Background: an optimization exercise with open tools, aiming at small area and a short achievable clock period. Do not read the settings as production practice. The RTL was checked by simulation tests, not by an equivalence proof against the original design. Power and IR drop assume default switching activity.

lane 1:
==> flow/design.v <==
package regfile_pkg;
  localparam int DEF_XLEN = 32;
  localparam int DEF_NREG = 32;
  localparam int DEF_NRD  = 2;
  localparam int DEF_NWR  = 2;
  function automatic int addr_w(input int n);
    addr_w = (n > 1) ? $clog2(n) : 1;
  endfunction
  typedef logic [DEF_XLEN-1:0] xlen_t;
  typedef logic [addr_w(DEF_NREG)-1:0] reg_addr_t;
endpackage
module regfile_scoreboard
#(
  parameter int NREG     = regfile_pkg::DEF_NREG,
  parameter int NRD      = regfile_pkg::DEF_NRD,
  parameter int NWR      = regfile_pkg::DEF_NWR,
  parameter int ZERO_REG = 1,
  parameter int AW       = regfile_pkg::addr_w(regfile_pkg::DEF_NREG)
) (
  input  logic            clk_i,
  input  logic            rst_n_i,
  input  logic            iss_en_i,
  input  logic [AW-1:0]   iss_addr_i,
  input  logic [NWR-1:0]  wr_en_i,
  input  logic [NWR*AW-1:0] wr_addr_i,
  input  logic [NRD*NREG-1:0] rd_sel_i,
  output logic [NRD-1:0]  rd_busy_o
);
  logic [NREG-1:0] busy, busy_nxt;
  always_comb begin
    busy_nxt = busy;
    for (int w = 0; w < NWR; w++)
      if (wr_en_i[w]) busy_nxt[wr_addr_i[w*AW +: AW]] = 1'b0;
    if (iss_en_i) busy_nxt[iss_addr_i] = 1'b1;
    if (ZERO_REG != 0) busy_nxt[0] = 1'b0;
  end
  always_ff @(posedge clk_i or negedge rst_n_i)
    if (!rst_n_i) busy <= '0;
    else busy <= busy_nxt;
  always_comb
    for (int p = 0; p < NRD; p++) rd_busy_o[p] = |(rd_sel_i[p*NREG +: NREG] & busy_nxt);
endmodule
module regfile_mp
#(
  parameter int XLEN     = regfile_pkg::DEF_XLEN,
  parameter int NREG     = regfile_pkg::DEF_NREG,
  parameter int NRD      = regfile_pkg::DEF_NRD,
  parameter int NWR      = regfile_pkg::DEF_NWR,
  parameter int ZERO_REG = 1,
  localparam int AW      = regfile_pkg::addr_w(NREG)
) (
  input  logic              clk_i,
  input  logic              rst_n_i,
  input  logic [NRD-1:0]    rd_en_i,
  input  logic [NRD*AW-1:0] rd_addr_i,
  output logic [NRD*XLEN-1:0] rd_data_o,
  output logic [NRD-1:0]    rd_busy_o,
  input  logic [NWR-1:0]    wr_en_i,
  input  logic [NWR*AW-1:0] wr_addr_i,
  input  logic [NWR*XLEN-1:0] wr_data_i,
  input  logic              iss_en_i,
  input  logic [AW-1:0]     iss_addr_i
);
  localparam int R0 = (ZERO_REG != 0) ? 1 : 0;
  localparam int NROW = NREG - R0;           
  localparam int NT = NROW + NWR + 1;
  logic [NROW*XLEN-1:0] mem;
  logic [NROW-1:0]      vld;
  logic [NWR*NREG-1:0]  wsel;
  logic [(NWR+1)*NREG-1:0] whit_w;
  assign whit_w[NWR*NREG +: NREG] = '0;
  for (genvar w = 0; w < NWR; w++) begin : g_wsel
    for (genvar r = 0; r < NREG; r++) begin : g_r
      if (r < R0) begin : g_z
        assign wsel[w*NREG + r] = 1'b0;
      end else begin : g_n
        assign wsel[w*NREG + r] = wr_en_i[w] && (wr_addr_i[w*AW +: AW] == AW'(r)) &&
                                  !whit_w[(w+1)*NREG + r];
      end
      assign whit_w[w*NREG + r] = whit_w[(w+1)*NREG + r] | wsel[w*NREG + r];
    end
  end
  for (genvar i = 0; i < NROW; i++) begin : g_row
    localparam int R = R0 + i;
    logic [XLEN-1:0] nxt, q;
    logic            v;
    logic [NWR:0]    sel;
    assign sel[0] = !whit_w[R];
    for (genvar w = 0; w < NWR; w++) begin : g_s
      assign sel[w+1] = wsel[w*NREG + R];
    end
    for (genvar b = 0; b < XLEN; b++) begin : g_b
      logic [NWR:0] dat;
      assign dat[0] = q[b];
      for (genvar w = 0; w < NWR; w++) begin : g_d
        assign dat[w+1] = wr_data_i[w*XLEN + b];
      end
      regfile_ao #(.N(NWR+1)) u_ao (.sel_i(sel), .dat_i(dat), .y_o(nxt[b]));
    end
    always_ff @(posedge clk_i) q <= nxt;
    always_ff @(posedge clk_i or negedge rst_n_i)
      if (!rst_n_i) v <= 1'b0;
      else if (whit_w[R]) v <= 1'b1;
    assign mem[i*XLEN +: XLEN] = q;
    assign vld[i] = v;
  end
  logic [NRD*NREG-1:0] rsel_addr;
  logic [NRD-1:0]      sb_busy;
  logic [NRD*XLEN-1:0] rd_nxt;
  for (genvar p = 0; p < NRD; p++) begin : g_rd
    logic [NT-1:0]   sel;
    logic [NWR:0]    found;
    logic [NWR-1:0]  bsel;
    logic [AW-1:0]   ra;
    logic            en;
    assign ra = rd_addr_i[p*AW +: AW];
    assign en = rd_en_i[p];
    assign found[NWR] = 1'b0;
    for (genvar w = 0; w < NWR; w++) begin : g_b
      assign bsel[w] = wr_en_i[w] && (wr_addr_i[w*AW +: AW] == ra) &&
                       (ZERO_REG == 0 || ra != '0) && !found[w+1];
      assign found[w] = found[w+1] | bsel[w];
      assign sel[NROW + w] = en && bsel[w];
    end
    for (genvar r = 0; r < NREG; r++) begin : g_r
      assign rsel_addr[p*NREG + r] = (ra == AW'(r)) && (r >= R0);
      if (r >= R0) begin : g_s
        assign sel[r - R0] = en && rsel_addr[p*NREG + r] && vld[r - R0] && !whit_w[r];
      end
    end
    assign sel[NT-1] = !en;
    for (genvar b = 0; b < XLEN; b++) begin : g_bit
      logic [NT-1:0] dat;
      for (genvar i = 0; i < NROW; i++) begin : g_m
        assign dat[i] = mem[i*XLEN + b];
      end
      for (genvar w = 0; w < NWR; w++) begin : g_w
        assign dat[NROW + w] = wr_data_i[w*XLEN + b];
      end
      assign dat[NT-1] = rd_data_o[p*XLEN + b];
      regfile_ao #(.N(NT)) u_ao (.sel_i(sel), .dat_i(dat), .y_o(rd_nxt[p*XLEN + b]));
    end
  end
  regfile_scoreboard #(
    .NREG(NREG), .NRD(NRD), .NWR(NWR), .ZERO_REG(ZERO_REG), .AW(AW)
  ) u_sb (
    .clk_i(clk_i),
    .rst_n_i(rst_n_i),
    .iss_en_i(iss_en_i),
    .iss_addr_i(iss_addr_i),
    .wr_en_i(wr_en_i),
    .wr_addr_i(wr_addr_i),
    .rd_sel_i(rsel_addr),
    .rd_busy_o(sb_busy)
  );
  always_ff @(posedge clk_i or negedge rst_n_i)
    if (!rst_n_i) begin
      rd_data_o <= '0;
      rd_busy_o <= '0;
    end else begin
      rd_data_o <= rd_nxt;
      for (int p = 0; p < NRD; p++)
        if (rd_en_i[p]) rd_busy_o[p] <= sb_busy[p];
    end
endmodule
module regfile_ao #(
  parameter int N = 3
) (
  input  logic [N-1:0] sel_i,
  input  logic [N-1:0] dat_i,
  output logic         y_o
);
  localparam int NG = (N + 2) / 3;
  logic [NG-1:0] g_n;
  for (genvar g = 0; g < NG; g++) begin : g_grp
    localparam int K = (N - 3*g >= 3) ? 3 : N - 3*g;
    regfile_aoi #(.K(K)) u_aoi (.sel_i(sel_i[3*g +: K]), .dat_i(dat_i[3*g +: K]), .y_no(g_n[g]));
  end
  if (NG == 1) begin : g_one
    assign y_o = !g_n[0];
  end else begin : g_many
    localparam int NP = (NG + 1) / 2;
    localparam int NQ = (NP + 2) / 3;
    logic [NP-1:0] pr;
    logic [NQ-1:0] qn;
    for (genvar i = 0; i < NP; i++) begin : g_p
      localparam int KP = (NG - 2*i >= 2) ? 2 : 1;
      regfile_nand #(.N(KP)) u_p (.a_i(g_n[2*i +: KP]), .y_o(pr[i]));
    end
    for (genvar i = 0; i < NQ; i++) begin : g_q
      localparam int KQ = (NP - 3*i >= 3) ? 3 : NP - 3*i;
      regfile_nor #(.N(KQ)) u_q (.a_i(pr[3*i +: KQ]), .y_o(qn[i]));
    end
    regfile_nand #(.N(NQ)) u_r (.a_i(qn), .y_o(y_o));
  end
endmodule
module regfile_nor #(
  parameter int N = 2
) (
  input  logic [N-1:0] a_i,
  output logic         y_o
);
  assign y_o = !(|a_i);
endmodule
module regfile_aoi #(
  parameter int K = 3
) (
  input  logic [K-1:0] sel_i,
  input  logic [K-1:0] dat_i,
  output logic         y_no
);
  assign y_no = !(|(sel_i & dat_i));
endmodule
module regfile_nand #(
  parameter int N = 2
) (
  input  logic [N-1:0] a_i,
  output logic         y_o
);
  assign y_o = !(&a_i);
endmodule
Settings: LEC_CHECK=0, CAP_MARGIN=20, CELL_PAD_IN_SITES_DETAIL_PLACEMENT=1, CELL_PAD_IN_SITES_GLOBAL_PLACEMENT=2, CORE_MARGIN=2, CORE_UTILIZATION=30, PLACE_DENSITY=0.4, SETUP_SLACK_MARGIN=3.85, SLEW_MARGIN=20, SYNTH_HIERARCHICAL=1, SYNTH_MINIMUM_KEEP_SIZE=0, TNS_END_PERCENT=10; clock period 7.5 ns.
standard.sh (not shown) runs the stock make flow with config.mk's settings and CLKGATE_MAP_FILE= SYNTH_SCRIPT=/design/flow/synth_recipe.tcl, a recipe that flattens the netlist after the stock synthesis.
==> flow/flow/run.sh <==
#!/bin/bash
# Standard ORFS layout (the standard.sh, unchanged synthesis) with three changes:
#  - ports are buffered with buf_2 instead of the default delay buffer;
#  - CTS clusters up to 20 sinks (100 um across) per leaf buffer and inserts no dummy loads;
#  - timing repair may resize a cell to any drive strength (MATCH_CELL_FOOTPRINT=0), not
#    only to cells of the same width.
set -euo pipefail
export BUFFER_PORTS_ARGS="-buffer_cell sky130_fd_sc_hd__buf_2"
export CTS_ARGS="-sink_clustering_enable -repair_clock_nets -sink_clustering_size 20 -sink_clustering_max_diameter 100 -dont_use_dummy_load"
bash standard.sh MATCH_CELL_FOOTPRINT=0 finish > orfs_make.log 2>&1
## Diff of input files: lane 2 against lane 1
diff --git a/flow/design.v b/flow/design.v
--- a/flow/design.v
+++ b/flow/design.v
@@ -103,8 +103,18 @@
       else if (whit_w[R]) v <= 1'b1;
     assign mem[i*XLEN +: XLEN] = q;
     assign vld[i] = v;
   end
+  logic [NREG-1:0] rd_whit;
+  for (genvar r = 0; r < NREG; r++) begin : g_rdw
+    logic [NWR-1:0] dec;
+    for (genvar w = 0; w < NWR; w++) begin : g_w
+      regfile_dec #(.R(r), .AW(AW)) u_dec (
+        .en_i(wr_en_i[w]), .a_i(wr_addr_i[w*AW +: AW]), .y_o(dec[w])
+      );
+    end
+    assign rd_whit[r] = |dec;
+  end
   logic [NRD*NREG-1:0] rsel_addr;
   logic [NRD-1:0]      sb_busy;
   logic [NRD*XLEN-1:0] rd_nxt;
   for (genvar p = 0; p < NRD; p++) begin : g_rd
@@ -124,9 +134,9 @@
     end
     for (genvar r = 0; r < NREG; r++) begin : g_r
       assign rsel_addr[p*NREG + r] = (ra == AW'(r)) && (r >= R0);
       if (r >= R0) begin : g_s
-        assign sel[r - R0] = en && rsel_addr[p*NREG + r] && vld[r - R0] && !whit_w[r];
+        assign sel[r - R0] = en && rsel_addr[p*NREG + r] && vld[r - R0] && !rd_whit[r];
       end
     end
     assign sel[NT-1] = !en;
     for (genvar b = 0; b < XLEN; b++) begin : g_bit
@@ -179,18 +189,18 @@
   if (NG == 1) begin : g_one
     assign y_o = !g_n[0];
   end else begin : g_many
     localparam int NP = (NG + 1) / 2;
-    localparam int NQ = (NP + 2) / 3;
+    localparam int NQ = (NP + 1) / 2;
     logic [NP-1:0] pr;
     logic [NQ-1:0] qn;
     for (genvar i = 0; i < NP; i++) begin : g_p
       localparam int KP = (NG - 2*i >= 2) ? 2 : 1;
       regfile_nand #(.N(KP)) u_p (.a_i(g_n[2*i +: KP]), .y_o(pr[i]));
     end
     for (genvar i = 0; i < NQ; i++) begin : g_q
-      localparam int KQ = (NP - 3*i >= 3) ? 3 : NP - 3*i;
-      regfile_nor #(.N(KQ)) u_q (.a_i(pr[3*i +: KQ]), .y_o(qn[i]));
+      localparam int KQ = (NP - 2*i >= 2) ? 2 : 1;
+      regfile_nor #(.N(KQ)) u_q (.a_i(pr[2*i +: KQ]), .y_o(qn[i]));
     end
     regfile_nand #(.N(NQ)) u_r (.a_i(qn), .y_o(y_o));
   end
 endmodule
@@ -218,4 +228,14 @@
   output logic         y_o
 );
   assign y_o = !(&a_i);
 endmodule
+module regfile_dec #(
+  parameter int R  = 1,
+  parameter int AW = 5
+) (
+  input  logic          en_i,
+  input  logic [AW-1:0] a_i,
+  output logic          y_o
+);
+  assign y_o = en_i && (a_i == AW'(R));
+endmodule
==> comparison <==
Lane 2 was carried through to the last stage, and its layout satisfied the timing, design-rule and antenna checks.
Relative to lane 1, sequential share of layout area has gone up in lane 2.
On lane 2: pre-CTS setup slack is 0.50 ns higher than what lane 1 gave.
Global-route track usage on met1 (lane 2 over lane 1): decrease, 0.32 points
[compare] base=lane 1 new=lane 2: share of total power consumed by net switching held, post-CTS setup buffer count went down 60, initial antenna violation count went down 10, initial core utilization held.
Count of non-filler cells in the finished layout: lane 2 and lane 1 compared, lower one is lane 1
Setup slack: lane 2 more than lane 1
The standard cells in lane 2 occupy less silicon area than those in lane 1 do.
Lane 2 has detailed-routed wire length on met2 below what lane 1 had.

==> port drivers added, routing unchanged <==
The results above use ideal ports. As a check the final layouts listed here were re-extracted and re-timed, cells and wires unchanged.
Step 1 (the two cells are an assumption about what drives the block):
set clk [get_ports {clk_i}]
set_driving_cell -lib_cell sky130_fd_sc_hd__clkbuf_16 $clk
set_driving_cell -lib_cell sky130_fd_sc_hd__buf_2 [delete_from_list [all_inputs] $clk]
Step 2, shift: input delay + t, output delay - t, t = (earliest + latest rising clock arrival at the registers) / 2. This alone moves slack from input paths to output paths.
a / b / c = ideal / step 1 / step 2; a / b = the first two.
| run | shift t [ns] | setup slack, ns | worst register clock-pin slew, ns |
|---|---|---|---|
| lane 1 | 0.804 | 3.527 / 3.444 / 2.640 | 0.10 / 0.10 |
| lane 2 | 0.793 | 3.631 / 3.704 / 2.911 | 0.10 / 0.10 |
After both steps setup and hold are still met in every run listed. For lane 1, which loses most, drivers alone change the setup slack by -0.083 ns; drivers and shift together by -0.887 ns.
